What follows belongs to an exercise in optimizing a design on an open flow for small area and a short achievable clock period; a production flow would make more cautious choices. Function was checked by simulation only, so behaviour that the tests miss may differ from the original. Power figures rest on the tool's default switching activity, not on a simulated workload.

==> flow/design.v <==
`timescale 1ns/10ps
`default_nettype none
package noc_pkg;
        localparam int NUM_PORTS = 5;    
        typedef enum logic [2:0] {
                NORTH,
                SOUTH,
                EAST,
                WEST,
                LOCAL
        } port_e;
        typedef logic [NUM_PORTS-1:0] port_vec_t;        
        typedef logic [3:0] coord_t;                     
        typedef logic [7:0] payload_t;
        typedef struct packed {
                coord_t x;
                coord_t y;
        } node_addr_t;
        typedef struct packed {
                coord_t   dest_x;
                coord_t   dest_y;
                payload_t payload;
        } flit_t;
endpackage
`default_nettype wire
`timescale 1ns/10ps
`default_nettype none
module input_fifo #(
        parameter int FIFO_DEPTH = 4
) (
        input  wire logic     clk,
        input  wire logic     reset_i,
        input  wire logic     push_i,
        input  noc_pkg::flit_t flit_i,
        input  wire logic     pop_i,
        output logic [7:0]    head_dest_o,       
        output noc_pkg::flit_t prev_o,           
        output logic          nonempty_o
);
        logic [15:0] mem [0:3];
        logic [3:0]  rd_oh;                      
        logic [1:0]  wr_ptr;
        logic        last;                       
        always_comb begin
                head_dest_o = '0;
                prev_o      = '0;
                for (int k = 0; k < 4; k++) begin
                        head_dest_o = head_dest_o | ({8{rd_oh[k]}} & mem[k][15:8]);
                        prev_o      = prev_o | ({16{rd_oh[(k + 1) % 4]}} & mem[k]);
                end
        end
        assign last = rd_oh[(wr_ptr - 2'd1) % 4] ;
        always_ff @(posedge clk) begin
                if (push_i)
                        mem[wr_ptr] <= flit_i;
        end
        always_ff @(posedge clk) begin
                if (reset_i) begin
                        rd_oh      <= 4'b0001;
                        wr_ptr     <= '0;
                        nonempty_o <= 1'b0;
                end else begin
                        if (push_i)
                                wr_ptr <= {wr_ptr[1] ^ wr_ptr[0], ~wr_ptr[0]};
                        if (pop_i)
                                rd_oh <= {rd_oh[2:0], rd_oh[3]};
                        nonempty_o <= push_i | (nonempty_o & ~(pop_i & last));
                end
        end
endmodule
`default_nettype wire
`timescale 1ns/10ps
`default_nettype none
module route_compute (
        input  wire logic [7:0]     dest_i,      
        input  noc_pkg::node_addr_t location_i,
        output noc_pkg::port_vec_t  req_o,
        output logic [3:0]          cmp_o        
);
        logic x_less;
        logic x_same;
        logic y_less;
        logic y_same;
        assign cmp_o = {x_less, x_same, y_less, y_same};
        assign x_less = (dest_i[7:4] < location_i.x);
        assign x_same = (dest_i[7:4] == location_i.x);
        assign y_less = (dest_i[3:0] < location_i.y);
        assign y_same = (dest_i[3:0] == location_i.y);
        assign req_o[noc_pkg::EAST]  = ~x_less & ~x_same;
        assign req_o[noc_pkg::WEST]  = x_less;
        assign req_o[noc_pkg::NORTH] = x_same & ~y_less & ~y_same;
        assign req_o[noc_pkg::SOUTH] = x_same & y_less;
        assign req_o[noc_pkg::LOCAL] = x_same & y_same;
endmodule
`default_nettype wire
`timescale 1ns/10ps
`default_nettype none
module credit_counter #(
        parameter int FIFO_DEPTH = 4
) (
        input  wire logic         clk,
        input  wire logic         reset_i,
        input  noc_pkg::port_vec_t send_i,
        input  noc_pkg::port_vec_t credit_i,
        output noc_pkg::port_vec_t credit_avail_o
);
        for (genvar o = 0; o < noc_pkg::NUM_PORTS; o++) begin : g_out
                logic [2:0] used;
                always_ff @(posedge clk) begin
                        if (reset_i)
                                used <= 3'd0;
                        else if (send_i[o] && !credit_i[o])
                                used <= {used[1] & used[0], used[1] ^ used[0], ~used[0]};
                        else if (credit_i[o] && !send_i[o])
                                used <= {1'b0, used[2] | (used[1] & used[0]), ~used[0]};
                end
                assign credit_avail_o[o] = ~used[2];
        end
endmodule
`default_nettype wire
`timescale 1ns/10ps
`default_nettype none
module switch_alloc (
        input  wire logic         clk,
        input  wire logic         reset_i,
        input  wire logic [24:0]  req_i,                 
        input  noc_pkg::port_vec_t nonempty_i,
        input  wire logic [39:0]  dest_i,                
        input  wire logic [19:0]  cmp_i,                 
        input  noc_pkg::port_vec_t credit_avail_i,
        output logic      [24:0]  grant_o,               
        output noc_pkg::port_vec_t pop_o,
        output logic      [24:0]  last_o                 
);
        logic [24:0] masks;                              
        for (genvar o = 0; o < 5; o++) begin : g_out
                logic [3:0] above;                       
                logic [4:0] mask;
                logic [4:0] grant;
                assign mask = {1'b1, above};
                assign masks[5*o +: 5] = mask;
                assign last_o[5*o +: 5] = {above[0],
                                           ~above[3],
                                           above[3] & ~above[2],
                                           above[2] & ~above[1],
                                           above[1] & ~above[0]};
                for (genvar i = 0; i < 5; i++) begin : g_grant
                        assign grant[i] = pop_o[i] & req_i[5*i + o];
                end
                assign grant_o[5*o +: 5] = grant;
                always_ff @(posedge clk) begin
                        if (reset_i)
                                above <= 4'b1111;
                        else if (grant != '0)
                                above <= {grant[4] | grant[2] | grant[1] | grant[0],
                                          grant[4] | grant[1] | grant[0],
                                          grant[4] | grant[0],
                                          grant[4]};
                end
        end
        pop_logic u_pop (
                .nonempty_i     (nonempty_i),
                .dest_i         (dest_i),
                .cmp_i          (cmp_i),
                .masks_i        (masks),
                .credit_avail_i (credit_avail_i),
                .pop_o          (pop_o)
        );
endmodule
module pop_logic (
        input  noc_pkg::port_vec_t nonempty_i,
        input  wire logic [39:0]  dest_i,
        input  wire logic [19:0]  cmp_i,
        input  wire logic [24:0]  masks_i,
        input  noc_pkg::port_vec_t credit_avail_i,
        output noc_pkg::port_vec_t pop_o
);
        always_comb begin
                for (int i = 0; i < 5; i++) begin
                        logic xl, xs, xg, yl, ys, yg;
                        logic pn, ps, pe, pw, pl;
                        {xl, xs, yl, ys} = cmp_i[4*i +: 4];
                        xg = ~xl & ~xs;
                        yg = ~yl & ~ys;
                        pn = credit_avail_i[noc_pkg::NORTH] & yg;
                        ps = credit_avail_i[noc_pkg::SOUTH] & yl;
                        pe = credit_avail_i[noc_pkg::EAST]  & xg;
                        pw = credit_avail_i[noc_pkg::WEST]  & xl;
                        pl = credit_avail_i[noc_pkg::LOCAL] & ys;
                        for (int j = 0; j < 5; j++) begin
                                if (j != i) begin
                                        logic       jxl, jxs, jxg, jyl, jys, jyg;
                                        logic       eqx, eqy;
                                        logic [4:0] ahead;       
                                        {jxl, jxs, jyl, jys} = cmp_i[4*j +: 4];
                                        jxg = ~jxl & ~jxs;
                                        jyg = ~jyl & ~jys;
                                        eqx = jxs;
                                        eqy = jys;
                                        for (int o = 0; o < 5; o++) begin
                                                ahead[o] = nonempty_i[j] &
                                                           ((j < i) ? (masks_i[5*o + j] | ~masks_i[5*o + i])
                                                                    : (masks_i[5*o + j] & ~masks_i[5*o + i]));
                                        end
                                        pn = pn & ~(ahead[noc_pkg::NORTH] & eqx & jyg);
                                        ps = ps & ~(ahead[noc_pkg::SOUTH] & eqx & jyl);
                                        pe = pe & ~(ahead[noc_pkg::EAST]  & jxg);
                                        pw = pw & ~(ahead[noc_pkg::WEST]  & jxl);
                                        pl = pl & ~(ahead[noc_pkg::LOCAL] & eqx & eqy);
                                end
                        end
                        pop_o[i] = nonempty_i[i] & (pe | pw | (xs & (pn | ps | pl)));
                end
        end
endmodule
`default_nettype wire
`timescale 1ns/10ps
`default_nettype none
module crossbar (
        input  wire logic         clk,
        input  wire logic         reset_i,
        input  wire logic [79:0]  prev_i,                
        input  wire logic [24:0]  grant_i,               
        input  wire logic [24:0]  last_i,                
        output logic      [79:0]  flit_o,                
        output noc_pkg::port_vec_t valid_o
);
        logic [24:0] sel;
        assign sel = last_i;
        always_ff @(posedge clk) begin
                if (reset_i) begin
                        valid_o <= '0;
                end else begin
                        for (int o = 0; o < 5; o++)
                                valid_o[o] <= |grant_i[5*o +: 5];
                end
        end
        for (genvar o = 0; o < 5; o++) begin : g_out
                always_comb begin
                        flit_o[16*o +: 16] = '0;
                        for (int i = 0; i < 5; i++)
                                flit_o[16*o +: 16] = flit_o[16*o +: 16] | ({16{sel[5*o + i]}} & prev_i[16*i +: 16]);
                end
        end
endmodule
`default_nettype wire
`timescale 1ns/10ps
`default_nettype none
module router (
        input  wire logic        clk,
        input  wire logic        reset_i,
        input  wire logic [7:0]  location_i,             
        input  wire logic [79:0] flit_i,                 
        input  wire logic [4:0]  valid_i,
        output logic      [4:0]  credit_o,
        output logic      [79:0] flit_o,                 
        output logic      [4:0]  valid_o,
        input  wire logic [4:0]  credit_i
);
        localparam int FIFO_DEPTH = 4;
        logic [79:0] prev;                       
        logic [24:0] req;                        
        logic [39:0] dest;                       
        logic [19:0] cmp;                        
        noc_pkg::port_vec_t   nonempty;
        noc_pkg::port_vec_t   credit_avail;
        logic [24:0] grant;
        logic [24:0] last;
        noc_pkg::port_vec_t   send;
        noc_pkg::port_vec_t   pop;
        for (genvar p = 0; p < noc_pkg::NUM_PORTS; p++) begin : g_port
                logic [7:0]         dest_p;
                logic               nonempty_p;
                noc_pkg::port_vec_t req_p;
                input_fifo #(
                        .FIFO_DEPTH (FIFO_DEPTH)
                ) u_fifo (
                        .clk        (clk),
                        .reset_i    (reset_i),
                        .push_i     (valid_i[p]),
                        .flit_i     (flit_i[16*p +: 16]),
                        .pop_i      (pop[p]),
                        .head_dest_o (dest_p),
                        .prev_o     (prev[16*p +: 16]),
                        .nonempty_o (nonempty_p)
                );
                route_compute u_route (
                        .dest_i     (dest_p),
                        .location_i (location_i),
                        .req_o      (req_p),
                        .cmp_o      (cmp[4*p +: 4])
                );
                assign dest[8*p +: 8] = dest_p;
                assign nonempty[p]    = nonempty_p;
                assign req[5*p +: 5]    = nonempty_p ? req_p : 5'b0;
        end
        credit_counter #(
                .FIFO_DEPTH (FIFO_DEPTH)
        ) u_credit (
                .clk            (clk),
                .reset_i        (reset_i),
                .send_i         (send),
                .credit_i       (credit_i),
                .credit_avail_o (credit_avail)
        );
        switch_alloc u_alloc (
                .clk            (clk),
                .reset_i        (reset_i),
                .req_i          (req),
                .nonempty_i     (nonempty),
                .dest_i         (dest),
                .cmp_i          (cmp),
                .credit_avail_i (credit_avail),
                .grant_o        (grant),
                .last_o         (last),
                .pop_o          (pop)
        );
        for (genvar o = 0; o < noc_pkg::NUM_PORTS; o++) begin : g_send
                assign send[o] = |grant[5*o +: 5];
        end
        crossbar u_xbar (
                .clk     (clk),
                .reset_i (reset_i),
                .prev_i  (prev),
                .grant_i (grant),
                .last_i  (last),
                .flit_o  (flit_o),
                .valid_o (valid_o)
        );
        assign credit_o = pop;   
endmodule
`default_nettype wire
==> flow/flow/run.sh <==
#!/bin/bash
# Standard layout, with these changes to how it is made:
# - the smallest buffer on every port instead of the flow's default pick;
# - global routing steered off the lowest layers (fastroute.tcl);
# - no half-adder cells, so the compare logic goes through abc as plain gates;
# - no dummy loads in the clock tree (same clustering as config.mk asks for).
set -euo pipefail
here=$(cd "$(dirname "${BASH_SOURCE[0]}")" && pwd)
export BUFFER_PORTS_ARGS="-buffer_cell sky130_fd_sc_hd__buf_1"
export FASTROUTE_TCL="$here/fastroute.tcl"
export CTS_ARGS="-sink_clustering_enable -repair_clock_nets -sink_clustering_size 16 -sink_clustering_max_diameter 50 -buf_list sky130_fd_sc_hd__clkbuf_8 -dont_use_dummy_load"

# The platform's don't-use list, plus the half adders.
dont_use="sky130_fd_sc_hd__probe_p_8 sky130_fd_sc_hd__probec_p_8 sky130_fd_sc_hd__lpflow_bleeder_1"
for n in 1 16 2 4 8; do
  dont_use+=" sky130_fd_sc_hd__lpflow_clkbufkapwr_$n sky130_fd_sc_hd__lpflow_clkinvkapwr_$n"
done
for n in 12 3 4 6 8; do dont_use+=" sky130_fd_sc_hd__lpflow_decapkapwr_$n"; done
dont_use+=" sky130_fd_sc_hd__lpflow_inputiso0n_1 sky130_fd_sc_hd__lpflow_inputiso0p_1"
dont_use+=" sky130_fd_sc_hd__lpflow_inputiso1n_1 sky130_fd_sc_hd__lpflow_inputiso1p_1"
dont_use+=" sky130_fd_sc_hd__lpflow_inputisolatch_1"
for n in 1 16 2 4 8; do dont_use+=" sky130_fd_sc_hd__lpflow_isobufsrc_$n"; done
dont_use+=" sky130_fd_sc_hd__lpflow_isobufsrckapwr_16"
for n in 1 2 4; do dont_use+=" sky130_fd_sc_hd__lpflow_lsbuf_lh_hl_isowell_tap_$n"; done
dont_use+=" sky130_fd_sc_hd__lpflow_lsbuf_lh_isowell_4"
for n in 1 2 4; do dont_use+=" sky130_fd_sc_hd__lpflow_lsbuf_lh_isowell_tap_$n"; done
dont_use+=" sky130_fd_sc_hd__ha_1 sky130_fd_sc_hd__ha_2 sky130_fd_sc_hd__ha_4"

sed -e "s|\"\${@:-finish}\"|DONT_USE_CELLS='$dont_use' \"\${@:-finish}\"|" standard.sh > standard_noha.sh
bash standard_noha.sh > standard_flow.log 2>&1
==> flow/flow/fastroute.tcl <==
# Global routing resources: keep more of met1 and met2 free for pin access
# and push longer routes up to met3 and met4.
set_global_routing_layer_adjustment met1 0.45
set_global_routing_layer_adjustment met2 0.35
set_global_routing_layer_adjustment met3-met5 0.15

set_routing_layers -clock met3-met5
set_routing_layers -signal met1-met5
==> flow/standard.sh <==
#!/bin/bash
# synth_recipe.tcl (not shown) runs the flow's synth.tcl, then flattens the netlist and writes it again
# the make line also repeats each setting of config.mk as NAME=value (left out here)
make -C /OpenROAD-flow-scripts/flow DESIGN_CONFIG=/design/flow/config.mk WORK_HOME=/design/flow/orfs CLKGATE_MAP_FILE= SYNTH_SCRIPT=/design/flow/synth_recipe.tcl "${@:-finish}"
==> flow/config.mk <==
export PLATFORM = sky130hd
export DESIGN_NAME = router
export DESIGN_NICKNAME = router
export VERILOG_FILES = /design/flow/design.v
export SDC_FILE = /design/flow/constraint.sdc
export NUM_CORES = 4
export LEC_CHECK = 0
export ABC_AREA = 1
export CAP_MARGIN = 20
export CORE_MARGIN = 2
export CORE_UTILIZATION = 55
export CTS_BUF_LIST = sky130_fd_sc_hd__clkbuf_8
export CTS_CLUSTER_DIAMETER = 50
export CTS_CLUSTER_SIZE = 16
export PLACE_DENSITY = 0.75
export SETUP_SLACK_MARGIN = 3.0
export SLEW_MARGIN = 20
==> flow/constraint.sdc <==
create_clock -name core_clock -period 8.0 [get_ports {clk}]
set_input_delay 1.6000 -clock core_clock [delete_from_list [all_inputs] [get_ports {clk}]]
set_output_delay 1.6000 -clock core_clock [all_outputs]
set_load 0.01 [all_outputs]
==> metrics.md, run 1 <==
| Metric | Value |
|---|---|
| DR vias/cell | 6.240 |
| Port Buf Inserts | 189 |
| HP Start | u_credit.g_out[3].used[2]$_SDFFE_PP0P_ |
| Final nets | 2662 |
| Setup Crit Path Kind | in -> out |
| Place WS | 2.244 ns |
| Synth area leader | edfxtp_1 |
| Part of the power in registers | 0.364 |
| Synth Register Bits | 395 |
| First-pass GRT wire length | 111900 um |
| Setup slack, reg-to-reg | 4.24 ns |
| Worst-path clk slew | 0.07 ns |
| # rows | 70 |
| GRT Overall Usage | 0.4640 |
| Post-synth ARST share | 0 |
| R2R cell count | 27 |
| Final Hold Viols | 0 |
| RSZ-0062 raised after global routing | true |
| Post-synth EDFFs | 320 |
| Worst Tran Pin Value | ~1.2 ns |
| Routed Antenna Nets | 0 |
| CP Launch Type | input pin |
| Slew Limit Fails | 0 |
| Hold slack final | 0.4915 ns |
| Period utilisation layout | 0.6294 |
| # IOs | between 150 and 200 |
| Antenna violations before repair | 6 |
| Max-cap violations | 0 |
| H-tree depth | 2 |
| Number of global-route vias before repair | 18340 |
| Internal Power | 3.750 mW |
| Syn Nets | roughly 2500 |
| Routed vias | 18930 |
| Final Power | 6.980 mW |
| Gpl congestion | 1.120 |
| TritonCTS Buffers | 37 |
| Met2 usage | 0.6727 |
| Yosys warns | 5 |
| Placed cell area | 21670 um^2 |
| Crit-path max FO | 6 |
| P_leak | 9.018 nW |
| PD cells | 302.3 nW/um^2 |
| Initial DRT Pass Iterations | 10 |
| Synth Cell Area | 20660 um^2 |
| CP cell instances | buf_12 -> clkinvlp_4 -> buf_6 -> o21ai_4 -> nand2_2 -> nor2_4 -> nand2_2 -> nand2_4 -> nor2_4 -> nand2_2 -> nand3b_1 -> nand2_1 -> nand2_1 -> nand2_1 -> nand2_2 -> nand2_4 -> buf_6 |
| PnR worst setup slack | 2.965 ns |
| Drt wl/cell | 25.20 um |
| Post-layout util | 0.6278 |
| Clock Path Buffers | 3 |
| Req. time, crit path | 6.40 ns |
| Fin cells | 3033 |
| Placed cell count | 2935 |
| P_sw | between 3 and 4 mW |
| Main synth FF type | edfxtp_1 |
| Crit path top cell by count | nand2_2 |
| Layout Cell Area excl Fill | 23090 um^2 |
| Yosys top cell area share | 0.4652 |
| Largest net degree at the start of global routing | 36 |
| Syn Area/Cell | 8.768 um^2 |
| Core footprint | approximately 37000 um^2 |
| Die Y | 197.8 um |
| Worst path top cell family by delay | simple AND/OR/NAND/NOR gates |
| Run status | timing/DRC/antenna clean |
| Top cells by area, synth | edfxtp_1 (47%), nand2_1 (15%), dfxtp_1 (7.3%) |
| CTS tree | yes |
| Die Area | 39120 um^2 |
| Root buf cell | clkbuf_8 |
| Clock power frac | 0.148 |
| Hold crit path type | reg -> reg |
| Syn Inst Count | between 2000 and 2500 |
| Clk Latency, worst-skew pair | between 0.6 and 0.7 ns |
| Grt total ovfl | 0 |
| Tmin final | 5.035 ns |
| Max IR drop VDD | 0.2524 mV |
| Worst Path Arrival | around 3.4 ns |
| CP bufs+invs | 4 |
| Post-Route WL | 76450 um |
| Hold Crit Endpoint | u_credit.g_out[3].used[2]$_SDFFE_PP0P_ |
| Reg area | 11120 um^2 |
| Hpwl dp | 55480 um |
| CP Capture Type | output pin |
| Most frequent cells after synthesis | nand2_1 (803), edfxtp_1 (320), nor2_1 (284) |
| Hold depth | 2 |
| Die Width | 197.8 um |
| Relative slew slack | 0.1668 |
| Layout cells sized above 1 | 0.1363 |
| Fmax | approximately 200 MHz |
| Grt met3 use | 0.2341 |
| Capturing point of the worst reg2reg path | u_credit.g_out[3].used[0]$_SDFFE_PP0P_ |
| CP peak stage delay | roughly 0.21 ns |
| Setup TNS | 0 ns |
| Clock sink count | 395 |
| Logic pwr share | 0.488 |
| DRT iter0 DRCs | 1574 |
| Reg2reg start | g_port[4].u_fifo.rd_oh[1]$_SDFFE_PP0P_ |
| DRC Markers | 0 |
| Fillers | between 3000 and 4000 |
| Clock Skew | 0.1022 ns |
| Unique cell type count in the Yosys netlist | 37 |
| CP max-delay cell | clkinvlp_4 |
| Layer with the highest usage | met2 |
| Layout area overhead | 11.79% |
| Register area share after synthesis | 0.5379 |
| Met1 Use GR | 0.6426 |
| Most frequent cell after synthesis | nand2_1 |
| Hold Buf Count CTS | 0 |
| Multi-input gate area | 8914 um^2 |
| # setup viols final | 0 |
| Sw Share | 0.4627 |
| Initial Utilization | 0.5616 |
area by class of cell:
| type | instances | area share |
|---|---|---|
| Antenna cell | 5 | 0.0005418 |
| Clock buffer | 37 | 0.02205 |
| Timing Repair Buffer | 280 | 0.06415 |
| Multi-Input combinational cell | 1726 | 0.3860 |
| Sequential cell | 395 | 0.4815 |
| Tap cell | 468 | 0.02536 |
| Inverter | 122 | 0.02043 |
metal layers:
metal,share of wire,wire length (um)
met2,0.41,31020
met5,0.0027,209
met4,0.089,6823
met3,0.15,11330
met1,0.35,27070
sequential cells by signal, summed over array words and instances (netlist names):
name and cells:
g_port.u_fifo.mem 320, g_port.u_fifo.nonempty_o 5, g_port.u_fifo.rd_oh 20, g_port.u_fifo.wr_ptr 10
u_alloc.g_out.above 20, u_credit.g_out.used 15, u_xbar.valid_o 5
what timing repair did:
item / in CTS / in global routing
endpoints found under the setup margin: 5 / 5
pin swaps: 24 / 45
cloned: 0 / 1
endpoints found under the hold margin: 0 / 0
setup buffers: 27 / 18
resized for setup: 81 / 64
power groups by stage:
stage                     clock network (mW)  registers [mW]  logic (mW)
after floorplan                            0            2.44        1.96
after global placement                     0            2.57        3.00
after detailed placement                   0            2.57        3.03
after CTS                               1.04            2.53        3.16
after global routing                    1.12            2.55        3.61
final                                   1.04            2.54        3.41
how the worst max path moves through the flow:
stage                   from          end  cells after the start
5_1_grt        location_i[6]  credit_o[1]                     17
3_5_place_dp   location_i[6]  credit_o[2]                     16
4_1_cts        location_i[6]  credit_o[1]                     15
6_report       location_i[6]  credit_o[1]                     17
2_1_floorplan  location_i[0]  credit_o[4]                     15
3_3_place_gp   location_i[6]  credit_o[2]                     16
worst reg2reg max path, stage by stage (launching register included):
cell and delay [ns]:
dfxtp_1 0.42, buf_4 0.27, nand2_1 0.09, nand2_1 0.06, nor2_2 0.40, nand2_1 0.10, nand2_1 0.08, nand2_1 0.08
inv_2 0.10, nand2_4 0.08, nor2_4 0.20, nand3_4 0.13, nand2_2 0.07, nand2_1 0.05, nand2_1 0.09, nand3_1 0.09
nand2_2 0.09, nand2_4 0.08, buf_4 0.14, buf_4 0.19, nand2_1 0.17, nand2_1 0.13, inv_2 0.10, nand2_2 0.10
nand2_2 0.11, nand2_1 0.05, o21ai_1 0.12, nor2_1 0.06
cell usage in the layout, fill, tap and decap left out, drive strengths merged:
master    instances
a31oi             1
o2111ai           2
xor2              2
o21bai            1
edfxtp          320
a21boi            6
nand4            70
a22o             32
nor2            308
dfxtp            75
buf             275
nand3b            3
a21oi            54
nand2           854
a221oi          112
o21ai            92
diode             5
or2               1
inv             115
nand3            86
clkbuf           42
clkinv            4
nor3             12
clkinvlp          3
o211ai           90
cell families (layout without fill, tap and decap cells):
| family | count (synthesis) | in the layout | share of synthesized area |
|---|---|---|---|
| and+or+nand+nor | 1333 | 1334 | 0.2762 |
| DFF | 395 | 395 | 0.5379 |
| buffers and inverters | 236 | 439 | 0.05118 |
| other | 0 | 5 | 0 |
| xor gates and xnor gates | 2 | 2 | 0.0008481 |
| AOI/OAI and AO/OA | 390 | 390 | 0.1339 |
==> run 2, diff against run 1 <==
--- a/flow/config.mk
+++ b/flow/config.mk
@@ -14,4 +14,4 @@
 export CTS_CLUSTER_SIZE = 16
 export PLACE_DENSITY = 0.75
-export SETUP_SLACK_MARGIN = 3.0
+export SETUP_SLACK_MARGIN = 3.8
 export SLEW_MARGIN = 20
==> metrics.md, run 2 <==
| Metric | Value |
|---|---|
| Run status | timing/DRC/antenna clean |
| Antenna violations before repair | 6 |
| # setup viols final | 0 |
| Slew Limit Fails | 0 |
| CP bufs+invs | 5 |
| CP max-delay cell | clkinvlp_4 |
| Layout area overhead | 16.65% |
| Synth Register Bits | 395 |
| PD cells | 307.3 nW/um^2 |
| Most frequent cells after synthesis | nand2_1 (803), edfxtp_1 (320), nor2_1 (284) |
| R2R cell count | 24 |
| Final Power | between 7 and 8 mW |
| Routed Antenna Nets | 0 |
| Synth Cell Area | about 21000 um^2 |
| Clock Skew | 0.07246 ns |
| Period utilisation layout | 0.6130 |
| Worst path top cell family by delay | simple AND/OR/NAND/NOR gates |
| Worst Tran Pin Value | 1.032 ns |
| RSZ-0062 raised after global routing | true |
| GRT Overall Usage | 0.4825 |
| Top flop regs | g_port.u_fifo.mem (320), g_port.u_fifo.rd_oh (20), u_alloc.g_out.above (20) |
| DR vias/cell | 6.410 |
| Synth area leader | edfxtp_1 |
| Final Hold Viols | 0 |
| Crit-path max FO | 6 |
| Syn Inst Count | 2356 |
| Yosys top cell area share | 0.4652 |
| Clock sink count | 395 |
| Gpl congestion | about 1.1 |
| Die Width | 197.8 um |
| Place WS | about 2.4 ns |
| Post-Route WL | 81310 um |
| Unique cell type count in the Yosys netlist | 37 |
| # rows | 70 |
| Worst path depth | 17 |
| Register area share after synthesis | 0.5379 |
| Fillers | 2957 |
| TritonCTS Buffers | 36 |
| Largest net degree at the start of global routing | 36 |
| Most frequent cell after synthesis | nand2_1 |
| CP cell instances | buf_12 -> clkinvlp_4 -> buf_6 -> o21ai_4 -> nand3_4 -> nand2_2 -> nand2_2 -> nand2_4 -> nor2_2 -> nor2_1 -> nand3_1 -> nand2_1 -> inv_1 -> nand2_2 -> nand2_2 -> nand2_4 -> buf_6 |
| Worst-path clk slew | 0.07 ns |
| Setup slack, reg-to-reg | 4.26 ns |
| # IOs | 190 |
| Hpwl dp | 56850 um |
| First-pass GRT wire length | 116000 um |
| Die Area | approximately 40000 um^2 |
| Largest Register | g_port.u_fifo.mem |
| P_leak | between 9 and 10 nW |
| Syn Area/Cell | 8.768 um^2 |
| Worst Path Arrival | 3.30 ns |
| Max-cap violations | 0 |
| Commonest non-fill, non-tap cell in the layout | nand2_1 |
| Syn Nets | 2456 |
| Top cells by area, synth | edfxtp_1 (47%), nand2_1 (15%), dfxtp_1 (7.3%) |
| Post-synth ARST share | 0 |
| Number of global-route vias before repair | 18980 |
| Drt wl/cell | 26.70 um |
| Root buf cell | clkbuf_8 |
| Final nets | 2678 |
| Max IR drop VDD | 0.2593 mV |
| CP Launch Type | input pin |
| Req. time, crit path | 6.40 ns |
| Clk Latency, worst-skew pair | 0.63 ns |
| Die Y | 197.8 um |
| Hold Buf Count CTS | 0 |
| H-tree depth | 2 |
| Grt total ovfl | 0 |
| Hold slack final | 0.5011 ns |
| Core footprint | 36790 um^2 |
| Most frequent cells in the layout | nand2_1 (774), edfxtp_1 (320), nor2_1 (238), buf_1 (155), buf_4 (94) |
| Initial DRT Pass Iterations | 7 |
| Relative slew slack | 0.3112 |
| Post-synth EDFFs | 320 |
| Port Buf Inserts | 189 |
| Hold depth | 2 |
| Fmax | 203.9 MHz |
| CTS tree | yes |
| Setup Crit Path Kind | in -> out |
| Hold crit path type | reg -> reg |
| DRC Markers | 0 |
| DRT iter0 DRCs | 1732 |
| Clock Path Buffers | 3 |
| Tmin final | 4.904 ns |
| Main synth FF type | edfxtp_1 |
| PnR worst setup slack | 3.096 ns |
| Setup TNS | 0 ns |
| Largest register FFs | 320 |
| Yosys warns | 5 |
| CP peak stage delay | 0.19 ns |
| Layout cells sized above 1 | 0.1840 |
| CP Capture Type | output pin |
| Initial Utilization | 0.5616 |
| Routed vias | 19520 |
| Crit path top cell by count | nand2_2 |
==> run 2: timing repair <==
action / 4_1_cts / 5_1_grt
gates cloned: 1 / 1
resized for setup: 146 / 183
buffers inserted: 31 / 37
setup endpoints to repair: 87 / 73
pin swaps: 50 / 86
==> run 2: area by class of cell <==
cell class | instances | area [um^2] | share of cell area
repair buffers | 297 | 1755 | 0.07285
well taps | 468 | 585.6 | 0.02430
diodes | 1 | 2.502 | 0.0001038
inverters | 122 | 484.2 | 0.02009
flip-flops and latches | 395 | 11150 | 0.4626
multi-input cells | 1726 | 9625 | 0.3994
clock buffers | 36 | 495.5 | 0.02056
==> run 2: metal layers <==
layer | vias to the layer above | wire, um | global-route usage
met1 | 9126 | 27400 | 0.6481
met4 | 12 | 7703 | 0.3273
met2 | 1315 | 33240 | 0.6951
met5 | - | 112 | 0.001277
li1 | 8631 | - | -
met3 | 434 | 12860 | 0.2602
==> run 2: final timing paths <==
check,from,end
hold reg to reg,u_credit.g_out[3].used[2]$_SDFFE_PP0P_,u_credit.g_out[3].used[2]$_SDFFE_PP0P_
hold / removal,u_credit.g_out[3].used[2]$_SDFFE_PP0P_,u_credit.g_out[3].used[2]$_SDFFE_PP0P_
setup reg to reg,g_port[3].u_fifo.rd_oh[3]$_SDFFE_PP0P_,u_credit.g_out[1].used[0]$_SDFFE_PP0P_
setup / recovery,location_i[1],credit_o[3]
==> run 2: report_power, final <==
| group | total, mW | internal, mW | switching [mW] |
|---|---|---|---|
| clock network | 1.03 | 0.403 | 0.632 |
| registers | 2.58 | 2.36 | 0.219 |
| logic | 3.79 | 1.21 | 2.58 |
==> run 2: metrics by stage <==
step           cells  area [um^2]    util
3_3_place_gp    2936        21680  0.5895
2_1_floorplan   2356        20680       -
4_1_cts         3005        23000  0.6253
3_5_place_dp    2937        21690  0.5896
5_1_grt         3044        24090  0.6550
6_report        3045        24100  0.6551
==> run 2: cell families after synthesis <==
logic type | synth area share
compound gates | 0.1339
flops | 0.5379
xor+xnor | 0.0008481
simple gates | 0.2762
buf+inv | 0.05118
==> run 2: worst reg2reg max path, stage by stage, from the launching register on <==
cell	delay, ns
dfxtp_4	0.71
nand2_1	0.17
nand2_1	0.23
nor2_1	0.07
nand2_1	0.08
nand2_1	0.09
nor2_4	0.14
nand2_1	0.08
nand2_2	0.15
nand4_1	0.15
nand3_1	0.17
nand2_1	0.07
nand2_1	0.08
nand2_1	0.07
nand2_2	0.11
nand2_8	0.08
buf_4	0.22
nand2_1	0.18
nand2_2	0.08
nor2_4	0.19
nand2_4	0.13
nand2_4	0.10
nand2_1	0.05
o21ai_1	0.12
nor2_1	0.05
==> run 3, diff against run 2 <==
--- a/flow/flow/run.sh
+++ b/flow/flow/run.sh
@@ -27,4 +27,8 @@
 dont_use+=" sky130_fd_sc_hd__ha_1 sky130_fd_sc_hd__ha_2 sky130_fd_sc_hd__ha_4"
 
+cp -r "$FLOW_HOME/scripts" scripts_abc
+cp "$here/abc_area.script" scripts_abc/abc_area.script
+export SCRIPTS_DIR="$PWD/scripts_abc"
+
 sed -e "s|\"\${@:-finish}\"|DONT_USE_CELLS='$dont_use' \"\${@:-finish}\"|" standard.sh > standard_noha.sh
 bash standard_noha.sh > standard_flow.log 2>&1
==> flow/flow/abc_area.script (new file) <==
strash
dch
map -B 0.9
topo
stime -c
upsize -c
dnsize -c
--- a/flow/config.mk
+++ b/flow/config.mk
@@ -14,4 +14,5 @@
 export CTS_CLUSTER_SIZE = 16
 export PLACE_DENSITY = 0.75
-export SETUP_SLACK_MARGIN = 3.8
+export SETUP_SLACK_MARGIN = 3.0
 export SLEW_MARGIN = 20
+export TNS_END_PERCENT = 0
==> metrics.md, run 3 <==
| Metric | Value |
|---|---|
| Hpwl dp | 53320 um |
| Reg area | 11140 um^2 |
| Yosys top cell area share | 0.4812 |
| TritonCTS Buffers | 36 |
| CTS tree | yes |
| Relative slew slack | 0.1351 |
| Capturing point of the worst reg2reg path | u_credit.g_out[3].used[0]$_SDFFE_PP0P_ |
| DRC Markers | 0 |
| Die Width | just under 200 um |
| Layout cells sized above 1 | 0.1203 |
| Initial Utilization | 0.5600 |
| Post-synth EDFFs | 320 |
| Place WS | 2.355 ns |
| Largest net degree at the start of global routing | 36 |
| CP Capture Type | output pin |
| Most frequent cells in the layout | nand2_1 (790), edfxtp_1 (320), nor2_1 (257), buf_1 (176), a221oi_1 (110) |
| Largest register FFs | 320 |
| Crit-path max FO | 8 |
| GRT Overall Usage | 0.4665 |
| Synth Register Bits | 395 |
| Initial DRT Pass Iterations | 6 |
| Setup slack, reg-to-reg | 4.30 ns |
| Core footprint | 35660 um^2 |
| RSZ-0062 raised after global routing | true |
| Top cells by area, synth | edfxtp_1 (48%), nand2_1 (15%), dfxtp_1 (7.5%) |
| Yosys warns | 5 |
| # IOs | 190 |
| Die Area | between 30000 and 40000 um^2 |
| Commonest non-fill, non-tap cell in the layout | nand2_1 |
| Reg2reg start | u_alloc.g_out[0].above[3]$_SDFFE_PP1P_ |
| Unique cell type count in the Yosys netlist | 30 |
| Most frequent cell after synthesis | nand2_1 |
| Worst-path clk slew | 0.09 ns |
| Layout Cell Area excl Fill | 22880 um^2 |
| CP bufs+invs | 5 |
| Worst Path Arrival | 3.35 ns |
| Gpl congestion | between 1 and 1.5 |
| Clk Latency, worst-skew pair | 0.63 ns |
| Port Buf Inserts | around 190 |
| First-pass GRT wire length | 110600 um |
| Most frequent cells after synthesis | nand2_1 (819), edfxtp_1 (320), nor2_1 (291) |
| Crit path top cell by count | nand2_2 |
| Syn Inst Count | 2247 |
| Max-cap violations | 0 |
| HP Start | u_credit.g_out[2].used[2]$_SDFFE_PP0P_ |
| Fmax | 202.2 MHz |
| Hold Crit Endpoint | u_credit.g_out[2].used[2]$_SDFFE_PP0P_ |
| Multi-input gate area | between 8000 and 9000 um^2 |
| Setup TNS | 0 ns |
| Clock sink count | just under 400 |
| Worst Tran Pin Value | roughly 1.3 ns |
| Post-synth ARST share | 0 |
| PD cells | around 300 nW/um^2 |
| Worst path top cell family by delay | simple AND/OR/NAND/NOR gates |
| Main synth FF type | edfxtp_1 |
| Period utilisation layout | 0.6182 |
| Post-Route WL | 74840 um |
| DR vias/cell | around 6.3 |
| Placed cell area | 21510 um^2 |
| Fillers | a little under 3000 |
| Final Hold Viols | 0 |
| Register area share after synthesis | 0.5564 |
| Hold Buf Count CTS | 0 |
| Synth Cell Area | between 15000 and 20000 um^2 |
| Largest Register | g_port.u_fifo.mem |
| Max IR drop VDD | 0.2026 mV |
| # setup viols final | 0 |
| Clock Skew | 0.08932 ns |
| CP peak stage delay | 0.21 ns |
| Setup Crit Path Kind | in -> out |
| Number of global-route vias before repair | about 19000 |
| P_leak | 8.475 nW |
| CP Launch Type | input pin |
| CP max-delay cell | nor2_4 |
| Clock Path Buffers | 3 |
| Hold depth | 2 |
| Routed Antenna Nets | 0 |
| Syn Area/Cell | 8.886 um^2 |
| Syn Nets | 2347 |
| Run status | timing/DRC/antenna clean |
| H-tree depth | 2 |
| Layout area overhead | 14.60% |
| Synth area leader | edfxtp_1 |
| Grt total ovfl | 0 |
| PnR worst setup slack | 3.055 ns |
| Tmin final | 4.945 ns |
| CP cell instances | buf_6 -> clkinv_4 -> o21ai_4 -> nand2_2 -> nor2_4 -> buf_4 -> nand2_1 -> nand2_4 -> clkinv_1 -> a21oi_2 -> nand4_1 -> nand2_2 -> nand2_2 -> nand2_4 -> buf_4 |
| Die Y | ~190 um |
| Routed vias | 18930 |
| DRT iter0 DRCs | ~1600 |
| R2R cell count | 20 |
| Root buf cell | clkbuf_8 |
| Req. time, crit path | 6.40 ns |
| Final nets | ~2600 |
| Antenna violations before repair | 7 |
| Hold crit path type | reg -> reg |
| Drt wl/cell | about 25 um |
| Top flop regs | g_port.u_fifo.mem (320), g_port.u_fifo.rd_oh (20), u_alloc.g_out.above (20) |
| Slew Limit Fails | 0 |
| # rows | 69 |
-- run 3: cell count changes in the layout (fill, tap and decap cells not counted), moves of 18 or more --
| cell | before | now |
|---|---|---|
| buf_4 | 94 | 67 |
| clkinv_1 | 1 | 99 |
| nor2_1 | 238 | 257 |
| o21ai_0 | 47 | 67 |
| inv_1 | 92 | 1 |
| a221oi_2 | 45 | 2 |
| buf_1 | 155 | 176 |
| a221oi_1 | 51 | 110 |
| nor2_4 | 40 | 22 |
-- run 3: how the worst max path moves through the flow --
stage / from / slack, ns / depth (start not counted) / endpoint
detailed placement: location_i[5] / 2.36 / 15 / credit_o[2]
CTS: location_i[7] / 2.98 / 16 / credit_o[4]
global placement: location_i[5] / 2.33 / 15 / credit_o[2]
finish: location_i[7] / 3.05 / 15 / credit_o[3]
global route: location_i[7] / 2.95 / 15 / credit_o[3]
floorplan: location_i[6] / 3.38 / 16 / credit_o[3]
-- run 3: report_power, final --
part           switching [mW]  total (mW)  internal (mW)  leakage, nW
clock                   0.623        1.03          0.403        0.259
combinational            2.25        3.22          0.970         4.66
sequential              0.242        2.60           2.36         3.56
total                    3.11        6.85           3.73         8.47
-- run 3: logic make-up after synthesis --
family	share of synthesized area
xor gates and xnor gates	0.0008774
DFF	0.5564
buffers and inverters	0.02481
AOI/OAI and AO/OA	0.1374
and+or+nand+nor	0.2805
-- run 3: cell type report --
cell class,instances,area share
flip-flops and latches,395,0.4866
multi-input cells,1725,0.3839
repair buffers,266,0.06036
well taps,461,0.02521
inverters,122,0.02193
clock buffers,36,0.02165
diodes,3,0.0003281
-- run 3: worst register-to-register path, stage by stage, from the launching register on --
cell      delay [ns]
dfxtp_1         1.10
clkinv_1        0.35
nor2_1          0.17
buf_4           0.31
nor2_1          0.08
nand2_1         0.09
o21ai_0         0.07
nor2_1          0.09
nand2_1         0.09
nand2_2         0.09
nand2_2         0.07
nand2_4         0.10
buf_4           0.11
buf_4           0.17
nand2_1         0.07
nand2_1         0.14
inv_2           0.08
nand2_4         0.09
nand2_2         0.07
a21boi_0        0.18
nor2_1          0.07
-- run 3: routing by layer --
metal,vias to the layer above,GRT usage,part of all wire
li1,8582,-,-
met1,8794,0.6550,0.35
met2,1165,0.6900,0.42
met3,378,0.1861,0.13
met4,6,0.3420,0.095
met5,-,0.02810,0.0023
-- run 3: what timing repair did --
action / in CTS / in global routing
buffers inserted: 12 / 25
pin swaps: 15 / 51
resized for setup: 72 / 110
endpoints found under the setup margin: 12 / 6
-- run 3: stage by stage --
| stage | power [mW] | util | hold slack (ns) | cells |
|---|---|---|---|---|
| 2_1_floorplan | 4.256 | - | 0.4546 | 2247 |
| 3_5_place_dp | 5.487 | 0.6034 | 0.4795 | 2927 |
| 3_3_place_gp | 5.449 | 0.6031 | 0.4729 | 2925 |
| 6_report | 6.845 | 0.6418 | 0.4891 | 3008 |
| 5_1_grt | 7.155 | 0.6417 | 0.5167 | 3007 |
| 4_1_cts | 6.580 | 0.6262 | 0.4921 | 2975 |
==> run 4, diff against run 3 <==
--- a/flow/config.mk
+++ b/flow/config.mk
@@ -16,3 +16,2 @@
 export SETUP_SLACK_MARGIN = 3.0
 export SLEW_MARGIN = 20
-export TNS_END_PERCENT = 0
==> metrics.md, run 4 <==
| Metric | Value |
|---|---|
| Hold depth | 2 |
| Run status | timing/DRC/antenna clean |
| Most frequent cells in the layout | nand2_1 (793), edfxtp_1 (320), nor2_1 (258), buf_1 (176), a221oi_1 (110) |
| Initial Utilization | 0.5600 |
| Post-synth ARST share | 0 |
| Gpl congestion | 1.070 |
| Yosys warns | 5 |
| Crit-path max FO | 7 |
| Worst-path clk slew | 0.09 ns |
| Main synth FF type | edfxtp_1 |
| Syn Nets | roughly 2300 |
| Port Buf Inserts | 189 |
| Reg2reg start | u_alloc.g_out[1].above[0]$_SDFFE_PP1P_ |
| Routed Antenna Nets | 0 |
| PD cells | 298.7 nW/um^2 |
| CTS tree | yes |
| Unique cell type count in the Yosys netlist | 30 |
| Clock Skew | 0.09153 ns |
| Syn Inst Count | 2247 |
| Register area share after synthesis | 0.5564 |
| Routed vias | between 15000 and 20000 |
| Clock sink count | 395 |
| Crit path launch | location_i[3] |
| Post-layout util | 0.6399 |
| Syn Area/Cell | 8.886 um^2 |
| Synth Register Bits | 395 |
| P_leak | 8.429 nW |
| Die Y | 194.5 um |
| Final Hold Viols | 0 |
| # IOs | 190 |
| CP Capture Type | output pin |
| Root buf cell | clkbuf_8 |
| Die Width | 194.5 um |
| Core footprint | 35660 um^2 |
| CP peak stage delay | 0.17 ns |
| Layout area overhead | 14.26% |
| Slew Limit Fails | 0 |
| Yosys top cell area share | 0.4812 |
| Post-synth EDFFs | 320 |
| Layout Cell Area excl Fill | 22820 um^2 |
| H-tree depth | 2 |
| Setup Crit Path Kind | in -> out |
| Synth area leader | edfxtp_1 |
| R2R cell count | 17 |
| Max-cap violations | 0 |
| Final nets | 2640 |
| Hpwl dp | ~53000 um |
| Hold Buf Count CTS | 0 |
| Max IR drop VDD | 0.2022 mV |
| Top cells by area, synth | edfxtp_1 (48%), nand2_1 (15%), dfxtp_1 (7.5%) |
| HP Start | u_credit.g_out[2].used[2]$_SDFFE_PP0P_ |
| TritonCTS Buffers | 36 |
| # setup viols final | 0 |
| Die Area | approximately 38000 um^2 |
| Synth Cell Area | around 20000 um^2 |
| Number of global-route vias before repair | 18620 |
| Largest register FFs | 320 |
| Top flop regs | g_port.u_fifo.mem (320), g_port.u_fifo.rd_oh (20), u_alloc.g_out.above (20) |
| Req. time, crit path | 6.40 ns |
| Grt total ovfl | 0 |
| Most frequent cells after synthesis | nand2_1 (819), edfxtp_1 (320), nor2_1 (291) |
| Fmax | 203.8 MHz |
| Drt wl/cell | 24.84 um |
| Period utilisation layout | 0.6134 |
| Antenna violations before repair | 8 |
| Largest net degree at the start of global routing | 36 |
| GRT Overall Usage | 0.4675 |
| Fillers | between 2000 and 3000 |
| Clk Latency, worst-skew pair | between 0.6 and 0.7 ns |
| Most frequent cell after synthesis | nand2_1 |
| DRC Markers | 0 |
| DRT iter0 DRCs | 1646 |
| CP max-delay cell | clkbuf_4 |
| Post-Route WL | about 75000 um |
| CP cell instances | clkbuf_4 -> inv_4 -> o21ai_1 -> nand2_1 -> nor2_4 -> nand2_2 -> nand2_4 -> buf_4 -> nor2_1 -> nor2_1 -> nand4_1 -> nand3_1 -> nand2_2 -> nand2_4 -> clkbuf_2 |
| Hold crit path type | reg -> reg |
| # rows | 69 |
| Setup TNS | 0 ns |
| Clock Path Buffers | 3 |
| Worst Path Arrival | 3.31 ns |
| RSZ-0062 raised after global routing | false |
| Initial DRT Pass Iterations | 6 |
| Multi-input gate area | 8758 um^2 |
| DR vias/cell | 6.249 |
| Tmin final | 4.908 ns |
| Relative slew slack | 0.1759 |
| Layout cells sized above 1 | 0.1162 |
| Largest Register | g_port.u_fifo.mem |
| Worst Tran Pin Value | 1.235 ns |
| Reg area | 11140 um^2 |
| Placed cell area | between 20000 and 25000 um^2 |
| CP Launch Type | input pin |
| Commonest non-fill, non-tap cell in the layout | nand2_1 |
| First-pass GRT wire length | 110800 um |
run 4: worst max-delay path: cells and delay by family:
| kind | cells | cell delay [ns] |
|---|---|---|
| buf+inv | 4 | 0.51 |
| compound gates | 1 | 0.11 |
| simple gates | 10 | 1.10 |
run 4: metal layers:
layer | wire [um] | track usage
met1 | 26450 | 0.6560
met2 | 31140 | 0.6925
met3 | 9669 | 0.1880
met4 | 7164 | 0.3396
met5 | 190 | 0.02810
run 4: worst paths after layout:
check / endpoint / slack, ns
max: credit_o[1] / 3.09
min: u_credit.g_out[2].used[2]$_SDFFE_PP0P_ / 0.49
max reg2reg: u_credit.g_out[0].used[0]$_SDFFE_PP0P_ / 4.38
min reg2reg: u_credit.g_out[2].used[2]$_SDFFE_PP0P_ / 0.49
run 4: what timing repair did:
action,in CTS,in global routing
pin swaps,17,45
setup endpoints to repair,12,5
cloned,0,0
resized for setup,72,99
hold endpoints to repair,0,0
buffers inserted,13,18
run 4: power by group:
group | switching [mW] | internal, mW
Clock | 0.623 | 0.403
Sequential | 0.244 | 2.36
Combinational | 2.23 | 0.954
run 4: kinds of logic after synthesis:
logic type             share of synthesized area
AO/OA/AOI/OAI                             0.1374
XOR/XNOR                               0.0008774
flip-flops                                0.5564
AND/OR/NAND/NOR                           0.2805
buffers and inverters                    0.02481
run 4: layout make-up:
type	instances	area share
Sequential cell	395	0.4881
Antenna cell	5	0.0005484
Inverter	122	0.02205
Timing Repair Buffer	260	0.05840
Tap cell	461	0.02528
Multi-Input combinational cell	1725	0.3839
Clock buffer	36	0.02172
run 4: per-stage QoR:
stage	hold WS, ns	worst slack (ns)	total power [mW]	std cells
floorplan	0.4546	3.384	4.256	2247
global placement	0.4729	2.333	5.449	2925
detailed placement	0.4795	2.355	5.487	2927
CTS	0.4921	3.017	6.583	2976
global route	0.5167	2.969	7.129	3000
finish	0.4890	3.092	6.815	3004
==> run 5, diff against run 4 <==
--- a/flow/design.v
+++ b/flow/design.v
@@ -50,5 +50,5 @@
                 end
         end
-        assign last = rd_oh[(wr_ptr - 2'd1) % 4] ;
+        assign last = rd_oh[(wr_ptr - 2'd1) % 4];
         always_ff @(posedge clk) begin
                 if (push_i)
@@ -126,5 +126,4 @@
         input  wire logic [24:0]  req_i,                 
         input  noc_pkg::port_vec_t nonempty_i,
-        input  wire logic [39:0]  dest_i,                
         input  wire logic [19:0]  cmp_i,                 
         input  noc_pkg::port_vec_t credit_avail_i,
@@ -161,5 +160,4 @@
         pop_logic u_pop (
                 .nonempty_i     (nonempty_i),
-                .dest_i         (dest_i),
                 .cmp_i          (cmp_i),
                 .masks_i        (masks),
@@ -170,5 +168,4 @@
 module pop_logic (
         input  noc_pkg::port_vec_t nonempty_i,
-        input  wire logic [39:0]  dest_i,
         input  wire logic [19:0]  cmp_i,
         input  wire logic [24:0]  masks_i,
@@ -191,11 +188,8 @@
                                 if (j != i) begin
                                         logic       jxl, jxs, jxg, jyl, jys, jyg;
-                                        logic       eqx, eqy;
                                         logic [4:0] ahead;       
                                         {jxl, jxs, jyl, jys} = cmp_i[4*j +: 4];
                                         jxg = ~jxl & ~jxs;
                                         jyg = ~jyl & ~jys;
-                                        eqx = jxs;
-                                        eqy = jys;
                                         for (int o = 0; o < 5; o++) begin
                                                 ahead[o] = nonempty_i[j] &
@@ -203,9 +197,9 @@
                                                                     : (masks_i[5*o + j] & ~masks_i[5*o + i]));
                                         end
-                                        pn = pn & ~(ahead[noc_pkg::NORTH] & eqx & jyg);
-                                        ps = ps & ~(ahead[noc_pkg::SOUTH] & eqx & jyl);
+                                        pn = pn & ~(ahead[noc_pkg::NORTH] & jxs & jyg);
+                                        ps = ps & ~(ahead[noc_pkg::SOUTH] & jxs & jyl);
                                         pe = pe & ~(ahead[noc_pkg::EAST]  & jxg);
                                         pw = pw & ~(ahead[noc_pkg::WEST]  & jxl);
-                                        pl = pl & ~(ahead[noc_pkg::LOCAL] & eqx & eqy);
+                                        pl = pl & ~(ahead[noc_pkg::LOCAL] & jxs & jys);
                                 end
                         end
@@ -261,5 +255,4 @@
         logic [79:0] prev;                       
         logic [24:0] req;                        
-        logic [39:0] dest;                       
         logic [19:0] cmp;                        
         noc_pkg::port_vec_t   nonempty;
@@ -291,5 +284,4 @@
                         .cmp_o      (cmp[4*p +: 4])
                 );
-                assign dest[8*p +: 8] = dest_p;
                 assign nonempty[p]    = nonempty_p;
                 assign req[5*p +: 5]    = nonempty_p ? req_p : 5'b0;
@@ -309,5 +301,4 @@
                 .req_i          (req),
                 .nonempty_i     (nonempty),
-                .dest_i         (dest),
                 .cmp_i          (cmp),
                 .credit_avail_i (credit_avail),
==> metrics.md, run 5 <==
| Metric | Value |
|---|---|
| Run status | timing/DRC/antenna clean |
| DR vias/cell | roughly 6.2 |
| Clock sink count | 395 |
| Syn Nets | 2347 |
| Commonest non-fill, non-tap cell in the layout | nand2_1 |
| Fraction of the mapped netlist area in adder cells | 0 |
| Number of global-route vias before repair | 18620 |
| Most frequent cells after synthesis | nand2_1 (819), edfxtp_1 (320), nor2_1 (291) |
| Port Buf Inserts | 189 |
| # setup viols final | 0 |
| Layout area overhead | 14.26% |
| Worst Tran Pin Value | 1.235 ns |
| Gpl congestion | 1.070 |
| Drt wl/cell | 24.84 um |
| Fillers | between 2000 and 3000 |
| Top cells by area, synth | edfxtp_1 (48%), nand2_1 (15%), dfxtp_1 (7.5%) |
| P_leak | 8.429 nW |
| Logic pwr share | 0.468 |
| Synth area leader | edfxtp_1 |
| Initial Utilization | 0.5600 |
| RSZ-0062 raised after global routing | false |
| TritonCTS Buffers | 36 |
| Unique cell type count in the Yosys netlist | 30 |
| Max-cap violations | 0 |
| Routed vias | roughly 19000 |
| Top flop regs | g_port.u_fifo.mem (320), g_port.u_fifo.rd_oh (20), u_alloc.g_out.above (20) |
| Die Area | 37850 um^2 |
| Antenna violations before repair | 8 |
| Largest Register | g_port.u_fifo.mem |
| Clk Latency, worst-skew pair | 0.64 ns |
| Internal Power | ~3.7 mW |
| Register area share after synthesis | 0.5564 |
| PD cells | 298.7 nW/um^2 |
| Worst-path clk slew | 0.09 ns |
| CP Launch Type | input pin |
| Setup Crit Path Kind | in -> out |
| Max IR drop VDD | just over 0.2 mV |
| Die Y | 194.5 um |
| Slew Limit Fails | 0 |
| Fmax | 203.8 MHz |
| P_sw | 3.102 mW |
| Grt total ovfl | 0 |
| Reg2reg start | u_alloc.g_out[1].above[0]$_SDFFE_PP1P_ |
| Tmin final | around 4.9 ns |
| Hold crit path type | reg -> reg |
| Clock Path Buffers | 3 |
| Relative slew slack | 0.1759 |
| Post-Route WL | 74620 um |
| DRT iter0 DRCs | 1646 |
| Most frequent cell after synthesis | nand2_1 |
| Die Width | 194.5 um |
| Final nets | 2640 |
| Syn Area/Cell | 8.886 um^2 |
| Crit path launch | location_i[3] |
| First-pass GRT wire length | 110800 um |
| CTS tree | yes |
| Worst Path Arrival | around 3.3 ns |
| CP Capture Type | output pin |
| Part of the power in registers | 0.382 |
| Final Hold Viols | 0 |
| Root buf cell | clkbuf_8 |
| Main synth FF type | edfxtp_1 |
| Core footprint | approximately 36000 um^2 |
| Largest register FFs | 320 |
| Req. time, crit path | roughly 6.4 ns |
| Layout cells sized above 1 | 0.1162 |
| Yosys top cell area share | 0.4812 |
| Sw Share | 0.4551 |
| Synth Cell Area | 19970 um^2 |
| HP Start | u_credit.g_out[2].used[2]$_SDFFE_PP0P_ |
| Period utilisation layout | 0.6134 |
| Clock power frac | 0.151 |
| Post-synth EDFFs | 320 |
| GRT Overall Usage | 0.4675 |
| Hold Buf Count CTS | 0 |
| Crit-path max FO | 7 |
| Post-synth ARST share | 0 |
| Largest net degree at the start of global routing | 36 |
| Setup TNS | 0 ns |
| Post-synthesis compound-gate area fraction | 0.1374 |
| Most frequent cells in the layout | nand2_1 (793), edfxtp_1 (320), nor2_1 (258), buf_1 (176), a221oi_1 (110) |
| Post-Synth Simple-Gate Area | 0.2805 |
| Clock Skew | 0.09153 ns |
| H-tree depth | 2 |
| # IOs | 190 |
| Yosys warns | 5 |
| Hpwl dp | about 53000 um |
| Mux contribution to synthesized area | 0 |
| Hold slack final | 0.4890 ns |
| Largest family of logic cells by synthesized area | simple AND/OR/NAND/NOR gates |
| Syn Inst Count | approximately 2200 |
| # rows | 69 |
| Synth Register Bits | 395 |
| Initial DRT Pass Iterations | 6 |
| Routed Antenna Nets | 0 |
| Synth Area in XOR/XNOR | 0.0008772 |
| DRC Markers | 0 |
==> run 5: cell counts after synthesis <==
Identical to the previous run, type by type.
==> run 5: layout make-up <==
cell class | instances | area [um^2] | share of cell area
repair buffers | 260 | 1333 | 0.05840
inverters | 122 | 503.0 | 0.02205
flip-flops and latches | 395 | 11140 | 0.4881
well taps | 461 | 576.8 | 0.02528
clock buffers | 36 | 495.5 | 0.02172
diodes | 5 | 12.51 | 0.0005484
multi-input cells | 1725 | 8758 | 0.3839
==> run 5: cell families after synthesis <==
family,Yosys count
AND/OR/NAND/NOR,1333
flip-flops,395
AO/OA/AOI/OAI,390
buffers and inverters,127
XOR/XNOR,2
==> run 5: worst paths after layout <==
path                                            end  slack (ns)  depth (start not counted)
min          u_credit.g_out[2].used[2]$_SDFFE_PP0P_        0.49                          2
max                                     credit_o[1]        3.09                         15
max reg2reg  u_credit.g_out[0].used[0]$_SDFFE_PP0P_        4.38                         17
min reg2reg  u_credit.g_out[2].used[2]$_SDFFE_PP0P_        0.49                          2
==> run 5: worst max-delay path: stages <==
cell	delay [ns]
clkbuf_4	0.17
inv_4	0.06
o21ai_1	0.11
nand2_1	0.12
nor2_4	0.15
nand2_2	0.09
nand2_4	0.15
buf_4	0.14
nor2_1	0.04
nor2_1	0.12
nand4_1	0.13
nand3_1	0.13
nand2_2	0.08
nand2_4	0.09
clkbuf_2	0.14
==> run 5: metal layers <==
layer / vias to the layer above / part of all wire / track usage
li1: 8574 / - / -
met1: 8698 / 0.35 / 0.6560
met2: 1120 / 0.42 / 0.6925
met3: 371 / 0.13 / 0.1880
met4: 8 / 0.096 / 0.3396
met5: - / 0.0025 / 0.02810
==> run 5: power by group through the flow <==
stage	Sequential [mW]	Combinational, mW	Clock (mW)
after floorplan	2.61	1.64	0
after global placement	2.62	2.83	0
after detailed placement	2.63	2.86	0
after CTS	2.59	2.96	1.04
after global routing	2.62	3.41	1.10
final	2.60	3.19	1.03
==> run 5: repair_timing <==
| action | CTS | global route |
|---|---|---|
| gates resized for setup | 72 | 99 |
| pin swaps | 17 | 45 |
| gates cloned | 0 | 0 |
| setup buffers | 13 | 18 |
| setup endpoints to repair | 12 | 5 |
==> run 5: through the flow <==
stage	setup slack, ns	util	total power [mW]	std cells	instance area, um^2
final	3.092	0.6399	6.815	3004	22820
after global routing	2.969	0.6396	7.129	3000	22810
after CTS	3.017	0.6265	6.583	2976	22340
after detailed placement	2.355	0.6034	5.487	2927	21510
after global placement	2.333	0.6031	5.449	2925	21500
after floorplan	3.384	-	4.256	2247	19970

-- re-timing with driven ports --
In the flow no input, the clock included, has a driving cell. The finished layouts below were timed again as built, in two steps. Step 1 (the two cells are an assumption about what drives the block):
set clk [get_ports {clk}]
set_driving_cell -lib_cell sky130_fd_sc_hd__clkbuf_16 $clk
set_driving_cell -lib_cell sky130_fd_sc_hd__buf_2 [delete_from_list [all_inputs] $clk]
Step 2 times the ports against the registers' clock, not the clock port: input delays grow and output delays shrink by t, the midpoint of the rising clock arrivals with the driver on. a / b / c = ideal / step 1 / step 2; a / b = the first two.
| run | t (ns) | slack for setup (ns) | latest minus earliest clock arrival (ns) | worst register clock-pin slew, ns | worst slew at a driven data input, ns |
|---|---|---|---|---|---|
| run 1 | 0.652 | 2.965 / 2.903 / 2.903 | 0.103 / 0.102 | 0.10 / 0.10 | 0.09 |
| run 2 | 0.649 | 3.096 / 3.010 / 3.010 | 0.072 / 0.073 | 0.10 / 0.10 | 0.09 |
| run 3 | 0.643 | 3.055 / 2.993 / 2.993 | 0.090 / 0.089 | 0.10 / 0.10 | 0.09 |
| run 4 | 0.645 | 3.092 / 2.994 / 2.994 | 0.092 / 0.092 | 0.10 / 0.10 | 0.09 |
| run 5 | 0.645 | 3.092 / 2.994 / 2.994 | 0.092 / 0.092 | 0.10 / 0.10 | 0.09 |
After both steps every run listed still meets setup and hold.
